Source: an optimization exercise on an open RTL-to-GDS flow (aim: small area and a short achievable clock period). Production flows keep margins and buffers that such runs may drop.
The RTL was checked by simulation tests, not by an equivalence proof against the original design.
No activity file was given, so power comes from the tool's default toggle rates.

==> run P: inputs <==
## execute
module execute (
  input  logic         clk,
  input  logic         rst,
  input  logic         VCSub,
  input  logic         SelWriteData,
  input  logic         Rs1_sel,
  input  logic         Rs2_sel,
  input  logic [1:0]   SelectorOpA,
  input  logic [1:0]   SelectorOpB,
  input  logic [2:0]   ALUop,
  input  logic [31:0]  OpA,
  input  logic [31:0]  OpB,
  input  logic [31:0]  Imm,
  input  logic [255:0] OpAV,
  input  logic [255:0] OpBV,
  output logic         Zero,
  output logic         Carry,
  output logic         OverFlow,
  output logic         Negative,
  output logic         eq,
  output logic         bgt,
  output logic [31:0]  ALUresult,
  output logic [31:0]  WriteData,
  output logic [255:0] VALUresult
);
clock: 11.0 ns
lec_check: 0
cap_margin: 20
core_margin: 2
core_utilization: 55
cts_buf_list: sky130_fd_sc_hd__clkbuf_8
place_density: 0.7
setup_slack_margin: 3.3
slew_margin: 20
synth_hierarchical: 1
synth_minimum_keep_size: 0
standard.sh (not shown) runs the stock make flow with config.mk's settings and CLKGATE_MAP_FILE= SYNTH_SCRIPT=/design/flow/synth_recipe.tcl, a recipe that flattens the netlist after the stock synthesis.
==> flow/flow/run.sh <==
#!/bin/bash
# Standard layout (the standard.sh), with two changes:
#  - the port buffers that buffer_ports inserts are the smallest plain buffer (buf_1)
#    instead of the tool's default pick (a delay buffer);
#  - Yosys's synth runs with -noabc, so that its quick ABC pass does not remap the
#    adder-tree logic before the full adders are extracted (the final ABC mapping still runs).
set -euo pipefail
cd "$(dirname "$0")/.."
export BUFFER_PORTS_ARGS="-buffer_cell sky130_fd_sc_hd__buf_1"
export SYNTH_ARGS="-noabc"
bash standard.sh > flow_standard.log 2>&1
==> run R (differences from run P) <==
CORE_UTILIZATION = 50   (was 55)
PLACE_DENSITY = 0.65   (was 0.7)
SETUP_SLACK_MARGIN = 3.4   (was 3.3)
==> summary.md <==
| Metric | Value |
|---|---|
| Status | `complete, no violations` |
| Worst-path cell chain | `buf_1, a221oi_4, buf_4, nor4_4, fa_1, fa_1, fa_2, fa_2, fa_1, fa_1, inv_2, ha_4, nand2_2, or4_1, or4_1, nand2_2, nor2_2, a311oi_2, a21o_1` |
| Core Region | `0.145 sq mm` |
| Die height | `386 um` |
| DR WL/cell | `32.3 um` |
| Maximum net fanout on the critical path | `5` |
| Initial DRC Count | `14279` |
| Area grow syn2layout | `17.9%` |
| Via Count | `91893` |
| GR Util All Layers | `0.542` |
| WL met2 | `166000 um` |
| Clk network pwr share | `0.067` |
| # rows | `140` |
| PnR worst setup slack | `2.66 ns` |
| # Post-CTS Setup Buffers | `208` |
| M1 WL | `143000 um` |
| Antenna fix cells | `77` |
| Peak supply drop | `1.13 mV` |
| Post_cts resized | `346` |
| Seq/total area | `0.0860` |
That was run P.
==> summary.md <==
| Metric | Value |
|---|---|
| M1 WL | `151000 um` |
| PnR worst setup slack | `3.03 ns` |
| # Post-CTS Setup Buffers | `248` |
| Clk network pwr share | `0.062` |
| WL met2 | `170000 um` |
| DR WL/cell | `32.0 um` |
| Status | `complete, no violations` |
| Antenna fix cells | `59` |
| Seq/total area | `0.0858` |
| Maximum net fanout on the critical path | `7` |
| # rows | `146` |
That was run R.

========
==> inputs of violet <==
Starting RTL as in the previous note.
clock: 11.0 ns
lec_check: 0
cap_margin: 20
core_margin: 2
core_utilization: 60
cts_buf_list: sky130_fd_sc_hd__clkbuf_8
place_density: 0.72
setup_slack_margin: 3.2
slew_margin: 20
synth_hierarchical: 1
synth_minimum_keep_size: 0
Scripts as last shown in full above: flow/flow/run.sh
==> fjord (differences from violet) <==
--- a/flow/config.mk
+++ b/flow/config.mk
@@ -8,7 +8,7 @@
 export CAP_MARGIN = 20
 export CORE_MARGIN = 2
-export CORE_UTILIZATION = 60
+export CORE_UTILIZATION = 50
 export CTS_BUF_LIST = sky130_fd_sc_hd__clkbuf_8
-export PLACE_DENSITY = 0.72
+export PLACE_DENSITY = 0.65
 export SETUP_SLACK_MARGIN = 3.2
 export SLEW_MARGIN = 20
==> results.txt <==
- Dpl ws: ~1.1 ns
- Status: no timing/DRC/antenna violations
- Final cell count without fillers: between 10,000 and 15,000
- Area Growth Syn to Fin: 14.8%
- Largest net degree at the start of global routing: around 160
- Most frequent cells in the layout: nor2_1, nand2_1, buf_1
- HPWL after DPL: 304,000 um
- Worst vdd ir: ~900 uV
- Sequential power share: 8.0%
- Final min period: 8.07 ns
- Sw Ratio: 55.7%
- Total Routed Length: 419,000 um
- CP Cell Sequence: buf_4, ha_4, buf_12, a221o_1, nand2_8, buf_6, xnor2_1, fa_1, a211oi_1, o21bai_1, a311oi_2, nor4_1, o41ai_1, a21oi_1, a221o_1, xnor2_1, o221ai_1, nor4_1, a22o_1
(the above is from fjord)
==> results.txt <==
- Sequential power share: 8.6%
- Antenna Nets Post-Route: 0
- Total Routed Length: 413,000 um
- CP Cell Sequence: buf_8, ha_4, buf_6, nand2b_2, nand2_8, buf_12, nor2_4, buf_4, a21oi_2, nor2_1, a21oi_1, nor2_1, fa_1, fa_1, fa_1, fa_1, fa_1, a22oi_1, o21ai_0
- Vias in the first global route: 86,753
- Adder-cell share of the synthesized area: 32.7%
- Worst vdd ir: approximately 1200 uV
- Final min period: 8.07 ns
- Final cell count without fillers: 12,995
- Largest net degree at the start of global routing: 164
- Filler Cell Count: 10,989
- Final non-clock buffer share: 8.88%
- HPWL after DPL: roughly 290,000 um
- Util after Layout: 69.2%
- Dpl ws: 1.05 ns
- Sw Ratio: 54.3%
- Max-slew headroom: slightly above 10%
- Status: no timing/DRC/antenna violations
(the above is from violet)

re-timing with driven ports:
No port has a modelled driver above. Below, the same layouts with a new extraction and two added sets of constraints.
Step 1 assumes that a clkbuf_16 drives the clock port and a buf_2 every other input.
Step 2 adds t to the input delays and takes it off the output delays; t is the mean of the earliest and latest rising clock arrival at the registers after step 1. Input paths then give back, and output paths get back, about the clock's delay inside the block.
Three values: ideal ports, drivers, drivers and shift; two values: the first two.
run	shift t [ns]	setup WS [ns]	hold slack, ns	worst setup path after step 2
run P	0.895	2.660 / 2.707 / 1.813	1.359 / 1.297 / 2.191	input to register
run R	0.936	3.029 / 3.060 / 2.124	1.576 / 1.506 / 2.443	input to register
violet	0.909	2.932 / 2.968 / 2.059	1.517 / 1.447 / 2.357	input to register
fjord	0.943	2.929 / 2.982 / 2.039	1.327 / 1.253 / 2.196	input to register
After both steps setup and hold are still met in every run listed. For run R, which loses most, drivers alone change the setup slack by +0.031 ns; drivers and shift together by -0.905 ns.
